From an optimization exercise on the open Yosys and OpenROAD flow, aimed at small area; shortcuts taken in it are not production practice. Function was checked by simulation only, so behaviour that the tests miss may differ from the original. No activity file was given, so power comes from the tool's default toggle rates. The clock port is modelled as an ideal driver; clocking choices that lean on that would not hold on a real chip.

Setup of job 5522:
Design double_ended_queue_top, start of the top module:
module double_ended_queue_top (
   input  logic        clock,
   input  logic        reset,
   input  logic        req_tvalid,
   output logic        req_tready,
   input  logic [31:0] req_tdata,
   input  logic [2:0]  req_tuser,
   output logic        rsp_tvalid,
   input  logic        rsp_tready,
   output logic [31:0] rsp_tdata,
   output logic [1:0]  rsp_tuser,
   output logic        rsp_tlast
);
clock: 5.0 ns
lec_check: 0
cap_margin: 20
core_margin: 2
core_utilization: 70
slew_margin: 20
synth_hierarchical: 1
standard.sh (not shown) runs the stock make flow with config.mk's settings and CLKGATE_MAP_FILE= SYNTH_SCRIPT=/design/flow/synth_recipe.tcl, a recipe that flattens the netlist after the stock synthesis.
==> flow/flow/run.sh <==
#!/bin/bash
# Standard ORFS layout (the standard.sh), with three changes:
#  - port buffers are buf_1 cells instead of the tool's default pick;
#  - CTS clusters more sinks per leaf buffer and adds no dummy loads;
#  - before global placement, flow/downsize.tcl sets small combinational
#    cells to drive strength 1 and the row-enable/select AND gates to and2_4.
# make's full output goes to standard.log; ORFS keeps each step's log under orfs/logs.
set -euo pipefail
bash standard.sh \
  "BUFFER_PORTS_ARGS=-buffer_cell sky130_fd_sc_hd__buf_1" \
  "CTS_ARGS=-sink_clustering_enable -repair_clock_nets -dont_use_dummy_load -buf_list sky130_fd_sc_hd__clkbuf_16 -sink_clustering_size 32 -sink_clustering_max_diameter 150" \
  "PRE_GLOBAL_PLACE_TCL=$(pwd)/flow/downsize.tcl" \
  finish > standard.log 2>&1
==> flow/flow/downsize.tcl <==
# Before global placement: set small combinational cells to drive strength 1
# (synthesis picks larger drives for some small gates), and give the AND
# gates that drive a whole row of the buffer (row enables and read selects)
# drive strength 4. Placement's repair and the later timing repair still
# size cells wherever load or timing needs it.
set db [ord::get_db]
set n_small 0
set n_big 0
foreach inst [[ord::get_db_block] getInsts] {
  set master [$inst getMaster]
  set name [$master getName]
  if {![regexp {^(sky130_fd_sc_hd__([a-z0-9]+))_([0-9]+)$} $name -> base kind size]} { continue }
  if {[string match "*df*" $kind] || [string match "*dl*" $kind] || [string match "tap*" $kind]} { continue }
  set fanout 0
  foreach it [$inst getITerms] {
    if {[$it isOutputSignal]} {
      set net [$it getNet]
      if {$net ne "NULL"} { set fanout [expr {max($fanout, [llength [$net getITerms]] - 1)}] }
    }
  }
  if {$fanout >= 12} {
    if {$kind eq "and2" && $size ne "4"} {
      $inst swapMaster [$db findMaster "${base}_4"]
      incr n_big
    }
    continue
  }
  if {$size eq "1"} { continue }
  set small [$db findMaster "${base}_1"]
  if {$small eq "NULL"} { continue }
  $inst swapMaster $small
  incr n_small
}
puts "downsize.tcl: $n_small cells set to drive strength 1, $n_big row drivers to and2_4"
## Diff of input files: job 7604 against job 5522
# job 5522
export LEC_CHECK = 0
export CAP_MARGIN = 20
export CORE_MARGIN = 2
export CORE_UTILIZATION = 70
export SLEW_MARGIN = 20
export SYNTH_HIERARCHICAL = 1
create_clock -name core_clock -period 5.0 [get_ports {clock}]
# job 7604
export LEC_CHECK = 0
export CAP_MARGIN = 20
export CORE_MARGIN = 2
export CORE_UTILIZATION = 60
export SLEW_MARGIN = 20
export SYNTH_HIERARCHICAL = 1
create_clock -name core_clock -period 5.0 [get_ports {clock}]
diff --git a/flow/flow/run.sh b/flow/flow/run.sh
--- a/flow/flow/run.sh
+++ b/flow/flow/run.sh
@@ -4 +4,2 @@
-#  - CTS clusters more sinks per leaf buffer and adds no dummy loads;
+#  - CTS clusters more sinks per leaf buffer, uses small root/tree buffers
+#    and adds no dummy loads;
@@ -6 +7 @@
-#    cells to drive strength 1 and the row-enable/select AND gates to and2_4.
+#    cells to drive strength 1 and sizes the row-enable/select AND gates.
@@ -11 +12 @@
-  "CTS_ARGS=-sink_clustering_enable -repair_clock_nets -dont_use_dummy_load -buf_list sky130_fd_sc_hd__clkbuf_16 -sink_clustering_size 32 -sink_clustering_max_diameter 150" \
+  "CTS_ARGS=-sink_clustering_enable -repair_clock_nets -dont_use_dummy_load -buf_list sky130_fd_sc_hd__clkbuf_16 -root_buf sky130_fd_sc_hd__clkbuf_4 -tree_buf sky130_fd_sc_hd__clkbuf_4 -sink_clustering_size 32 -sink_clustering_max_diameter 150" \
diff --git a/flow/flow/downsize.tcl b/flow/flow/downsize.tcl
--- a/flow/flow/downsize.tcl
+++ b/flow/flow/downsize.tcl
@@ -2,4 +2,5 @@
-# (synthesis picks larger drives for some small gates), and give the AND
-# gates that drive a whole row of the buffer (row enables and read selects)
-# drive strength 4. Placement's repair and the later timing repair still
-# size cells wherever load or timing needs it.
+# (synthesis picks larger drives for some small gates), and size the AND
+# gates that drive a whole row of the buffer: and2_4 for the row write
+# enables (32 flip-flop enable pins each), and2_2 for the read selects.
+# Placement's repair and the later timing repair still size cells wherever
+# load or timing needs it.
@@ -14,0 +16 @@
+  set to_flops 0
@@ -18 +20,5 @@
-      if {$net ne "NULL"} { set fanout [expr {max($fanout, [llength [$net getITerms]] - 1)}] }
+      if {$net eq "NULL"} { continue }
+      set fanout [expr {max($fanout, [llength [$net getITerms]] - 1)}]
+      foreach sink [$net getITerms] {
+        if {[string match "*edfxtp*" [[[$sink getInst] getMaster] getName]]} { set to_flops 1 }
+      }
@@ -22,3 +28,6 @@
-    if {$kind eq "and2" && $size ne "4"} {
-      $inst swapMaster [$db findMaster "${base}_4"]
-      incr n_big
+    if {$kind eq "and2"} {
+      set want [expr {$to_flops ? "${base}_4" : "${base}_2"}]
+      if {$name ne $want} {
+        $inst swapMaster [$db findMaster $want]
+        incr n_big
+      }
@@ -34 +43 @@
-puts "downsize.tcl: $n_small cells set to drive strength 1, $n_big row drivers to and2_4"
+puts "downsize.tcl: $n_small cells set to drive strength 1, $n_big row drivers resized"
Findings:
The run showing the smaller routability congestion estimate from global placement is job 7604.
Job 7604 against job 5522: fraction of the core area covered by cells at the end of the flow went down, clock slew seen by the registers of the worst setup and hold paths did not really move, final critical-path required period went up.
[inputs] job 3812 vs job 7604
==> flow/flow/run.sh <==
#!/bin/bash
# Standard ORFS layout (the standard.sh), with three changes:
#  - port buffers are buf_1 cells instead of the tool's default pick;
#  - CTS clusters more sinks per leaf buffer and adds no dummy loads;
#  - before global placement, flow/downsize.tcl sets small combinational
#    cells to drive strength 1 and the row-enable/select AND gates to and2_4.
# make's full output goes to standard.log; ORFS keeps each step's log under orfs/logs.
set -euo pipefail
bash standard.sh \
  "BUFFER_PORTS_ARGS=-buffer_cell sky130_fd_sc_hd__buf_1" \
  "CTS_ARGS=-sink_clustering_enable -repair_clock_nets -dont_use_dummy_load -buf_list sky130_fd_sc_hd__clkbuf_16 -sink_clustering_size 32 -sink_clustering_max_diameter 150" \
  "PRE_GLOBAL_PLACE_TCL=$(pwd)/flow/downsize.tcl" \
  finish > standard.log 2>&1
==> flow/flow/downsize.tcl <==
# Before global placement: set small combinational cells to drive strength 1
# (synthesis picks larger drives for some small gates), and give the AND
# gates that drive a whole row of the buffer (row enables and read selects)
# drive strength 4. Placement's repair and the later timing repair still
# size cells wherever load or timing needs it.
set db [ord::get_db]
set n_small 0
set n_big 0
foreach inst [[ord::get_db_block] getInsts] {
  set master [$inst getMaster]
  set name [$master getName]
  if {![regexp {^(sky130_fd_sc_hd__([a-z0-9]+))_([0-9]+)$} $name -> base kind size]} { continue }
  if {[string match "*df*" $kind] || [string match "*dl*" $kind] || [string match "tap*" $kind]} { continue }
  set fanout 0
  foreach it [$inst getITerms] {
    if {[$it isOutputSignal]} {
      set net [$it getNet]
      if {$net ne "NULL"} { set fanout [expr {max($fanout, [llength [$net getITerms]] - 1)}] }
    }
  }
  if {$fanout >= 12} {
    if {$kind eq "and2" && $size ne "4"} {
      $inst swapMaster [$db findMaster "${base}_4"]
      incr n_big
    }
    continue
  }
  if {$size eq "1"} { continue }
  set small [$db findMaster "${base}_1"]
  if {$small eq "NULL"} { continue }
  $inst swapMaster $small
  incr n_small
}
puts "downsize.tcl: $n_small cells set to drive strength 1, $n_big row drivers to and2_4"
--- outcome ---
- Job 3812 closes out successfully: all stages finished, all timing, DRC and antenna checks passed.
- [compare] base=job 7604 new=job 3812: time the worst path needs with I/O delays and setup dropped 0.52 ns, clock network fraction of design power now larger.
- Job 3812 -> job 7604: critical path depth delta 0, exact match
#### Input delta (job 1395 over job 3812)
diff --git a/flow/flow/run.sh b/flow/flow/run.sh
--- a/flow/flow/run.sh
+++ b/flow/flow/run.sh
@@ -11 +11 @@
-  "CTS_ARGS=-sink_clustering_enable -repair_clock_nets -dont_use_dummy_load -buf_list sky130_fd_sc_hd__clkbuf_16 -sink_clustering_size 32 -sink_clustering_max_diameter 150" \
+  "CTS_ARGS=-sink_clustering_enable -repair_clock_nets -dont_use_dummy_load -buf_list sky130_fd_sc_hd__clkbuf_16 -root_buf sky130_fd_sc_hd__clkbuf_8 -tree_buf sky130_fd_sc_hd__clkbuf_8 -sink_clustering_size 32 -sink_clustering_max_diameter 150" \
Results
The final critical-path share of the clock period of job 1395 exceeds that of job 3812 by 1.8 points. Insertion delay to the later sink of the worst-skew pair: job 1395 higher than job 3812. Post-layout utilization of the core across job 3812 and job 1395: no real change.

afterwards: timing with drivers on the ports:
Ports are ideal in the flow. The routed layouts listed here were re-timed in OpenROAD.
Step 1 sets driving cells, clkbuf_16 on the clock port and buf_2 on the other inputs (assumed; they add their load-dependent delay and slew).
Step 2 times the ports against the registers' clock, not the clock port: input delays grow and output delays shrink by t, the midpoint of the rising clock arrivals with the driver on.
Slacks: no drivers / after step 1 / after step 2; pairs: no drivers / after step 1.
run	t (ns)	setup WS [ns]	worst slew at a driven data input, ns
job 5522	0.578	1.212 / 1.158 / 1.172	0.04
job 7604	0.800	0.750 / 0.703 / 1.161	0.05
job 3812	0.578	1.275 / 1.223 / 1.202	0.03
job 1395	0.657	1.183 / 1.135 / 1.205	0.03
After both steps every run listed still meets setup and hold. The setup slack of job 3812, which loses most, moves by -0.052 ns with the drivers and by -0.073 ns with both steps.
